This design comes from an exercise in tuning for small area and a short achievable clock period on the open sky130 flow, not from production work.
The RTL was checked by simulation tests, not by an equivalence proof against the original design.
Power is estimated from default activity; no workload was simulated.

Setup of build 23:
Design dma_read, start of the top module:
module dma_read (
    input  logic        clk,
    input  logic        rst,
    input  logic        s_awvalid,
    output logic        s_awready,
    input  logic [31:0] s_awaddr,
    input  logic        s_wvalid,
    output logic        s_wready,
    input  logic [31:0] s_wdata,
    input  logic [3:0]  s_wstrb,
    output logic        s_bvalid,
    input  logic        s_bready,
    output logic [1:0]  s_bresp,
    input  logic        s_arvalid,
    output logic        s_arready,
    input  logic [31:0] s_araddr,
    output logic        s_rvalid,
    input  logic        s_rready,
    output logic [31:0] s_rdata,
    output logic [1:0]  s_rresp,
    output logic [7:0]  m_arid,
    output logic [31:0] m_araddr,
    output logic [7:0]  m_arlen,
    output logic [2:0]  m_arsize,
    output logic [1:0]  m_arburst,
    output logic        m_arlock,
    output logic [3:0]  m_arcache,
    output logic [2:0]  m_arprot,
    output logic [3:0]  m_arqos,
    output logic [3:0]  m_arregion,
    output logic        m_arvalid,
    input  logic        m_arready,
    input  logic [63:0] m_rdata,
    input  logic        m_rvalid,
    output logic        m_rready,
    output logic [63:0] tdata,
    output logic        tvalid,
    input  logic        tready
);
Settings: LEC_CHECK=0, CAP_MARGIN=20, CORE_MARGIN=2, CORE_UTILIZATION=70, CTS_CLUSTER_DIAMETER=100, CTS_CLUSTER_SIZE=25, SETUP_SLACK_MARGIN=2.7, SLEW_MARGIN=20; clock period 5.0 ns.
standard.sh (not shown) runs the stock make flow with config.mk's settings and CLKGATE_MAP_FILE= SYNTH_SCRIPT=/design/flow/synth_recipe.tcl, a recipe that flattens the netlist after the stock synthesis.
==> flow/flow/run.sh <==
#!/bin/bash
# Layout flow: the standard ORFS flow, with the ports buffered by
# plain buffers (buf_2) instead of the delay cells buffer_ports picks by
# itself.  Every tool's output goes to a log file in this folder; ORFS
# keeps its per-step logs under orfs/logs.
set -euo pipefail
export BUFFER_PORTS_ARGS="-buffer_cell sky130_fd_sc_hd__buf_2"
bash standard.sh > standard_flow.log 2>&1
--- input diff build 23..build 54 ---
Settings: swapping 25 for 30 in CTS_CLUSTER_SIZE; swapping 70 for 72 in CORE_UTILIZATION; swapping 100 for 110 in CTS_CLUSTER_DIAMETER.
==> run notes <==
Build 54 went all the way through the flow, and no timing, DRC or antenna check failed.
The relative area of non-clock buffer cells in the final design of build 54 and that of build 23 are within noise of each other.
Area growth from synthesis to layout ends up lower on build 54.
Compare build 54 and build 23 | total wire length after detailed routing higher: build 23
Compared with build 23, build 54 shows a higher number of cells upsized or downsized after cts.
Between build 23 and build 54, the routed length per instance does not differ in any meaningful way.
Build 54 vs. build 23: total power draw fell by 2.9%; register-to-register slack went down by 0.02 ns.
The following lists how build 87 was set up differently from build 54:
Settings: CORE_UTILIZATION: 72 -> 65; SETUP_SLACK_MARGIN: 2.7 -> 2.8; CTS_CLUSTER_SIZE: 30 -> 25; CTS_CLUSTER_DIAMETER: 110 -> 100.
==> comparison <==
- Time the final worst path needs with I/O delays and setup on build 87 is behind build 54.
- From build 54 to build 87 the numbers moved as follows: met2 wire length rose by 3.3%, vertical die dimension rose by about 5%, number of well taps rose by about 10%.
#### Input delta (build 63 over build 87)
Settings: changing CORE_UTILIZATION from 65 to 75; changing CTS_CLUSTER_SIZE from 25 to 28; changing CTS_CLUSTER_DIAMETER from 100 to 105.
==> flow/flow/run.sh <==
#!/bin/bash
# Layout flow: the standard ORFS flow, with the ports buffered by
# plain buffers (buf_1) instead of the delay cells buffer_ports picks by
# itself.  Every tool's output goes to a log file in this folder; ORFS
# keeps its per-step logs under orfs/logs.
set -euo pipefail
export BUFFER_PORTS_ARGS="-buffer_cell sky130_fd_sc_hd__buf_1"
bash standard.sh > standard_flow.log 2>&1
==> comparison <==
Build 63 reports a lower worst path setup slack after routing than build 87 does. Relative to build 87, the routability-driven placement congestion ratio measured on build 63 has increased slightly. From build 87 to build 63 the numbers moved as follows: routed wire length fell by 2.7%; cell area after layout fell by 790 sq um. The layout net count of build 63 is lower than that of build 87. Per the comparison of build 63 with build 87, die area went down by about 13%; clock network fraction of design power went down by 1.9 points. Run comparison: build 87 category of the critical setup timing path input pin to primary output; build 63 category of the critical setup timing path flop to flop.

-- afterwards: timing with drivers on the ports --
How much do the figures lean on ideal ports? The routed layouts below were timed once more, with nothing changed but the port constraints.
Step 1 (the two cells are an assumption about what drives the block):
set clk [get_ports {clk}]
set_driving_cell -lib_cell sky130_fd_sc_hd__clkbuf_16 $clk
set_driving_cell -lib_cell sky130_fd_sc_hd__buf_2 [delete_from_list [all_inputs] $clk]
Step 2, shift: input delay + t, output delay - t, t = (earliest + latest rising clock arrival at the registers) / 2. This alone moves slack from input paths to output paths.
Three values: no drivers, after step 1, after step 2; two values: the first two.
| run | t, ns | slack for setup (ns) | worst data-port slew with drivers (ns) |
|---|---|---|---|
| build 23 | 0.702 | 2.615 / 2.570 / 2.058 | 0.12 |
| build 54 | 0.738 | 2.590 / 2.546 / 2.016 | 0.15 |
| build 87 | 0.702 | 2.585 / 2.538 / 2.104 | 0.13 |
| build 63 | 0.744 | 2.556 / 2.552 / 2.045 | 0.12 |
After both steps setup and hold are still met in every run listed. The setup slack of build 54, which loses most, moves by -0.044 ns with the drivers and by -0.574 ns with both steps.
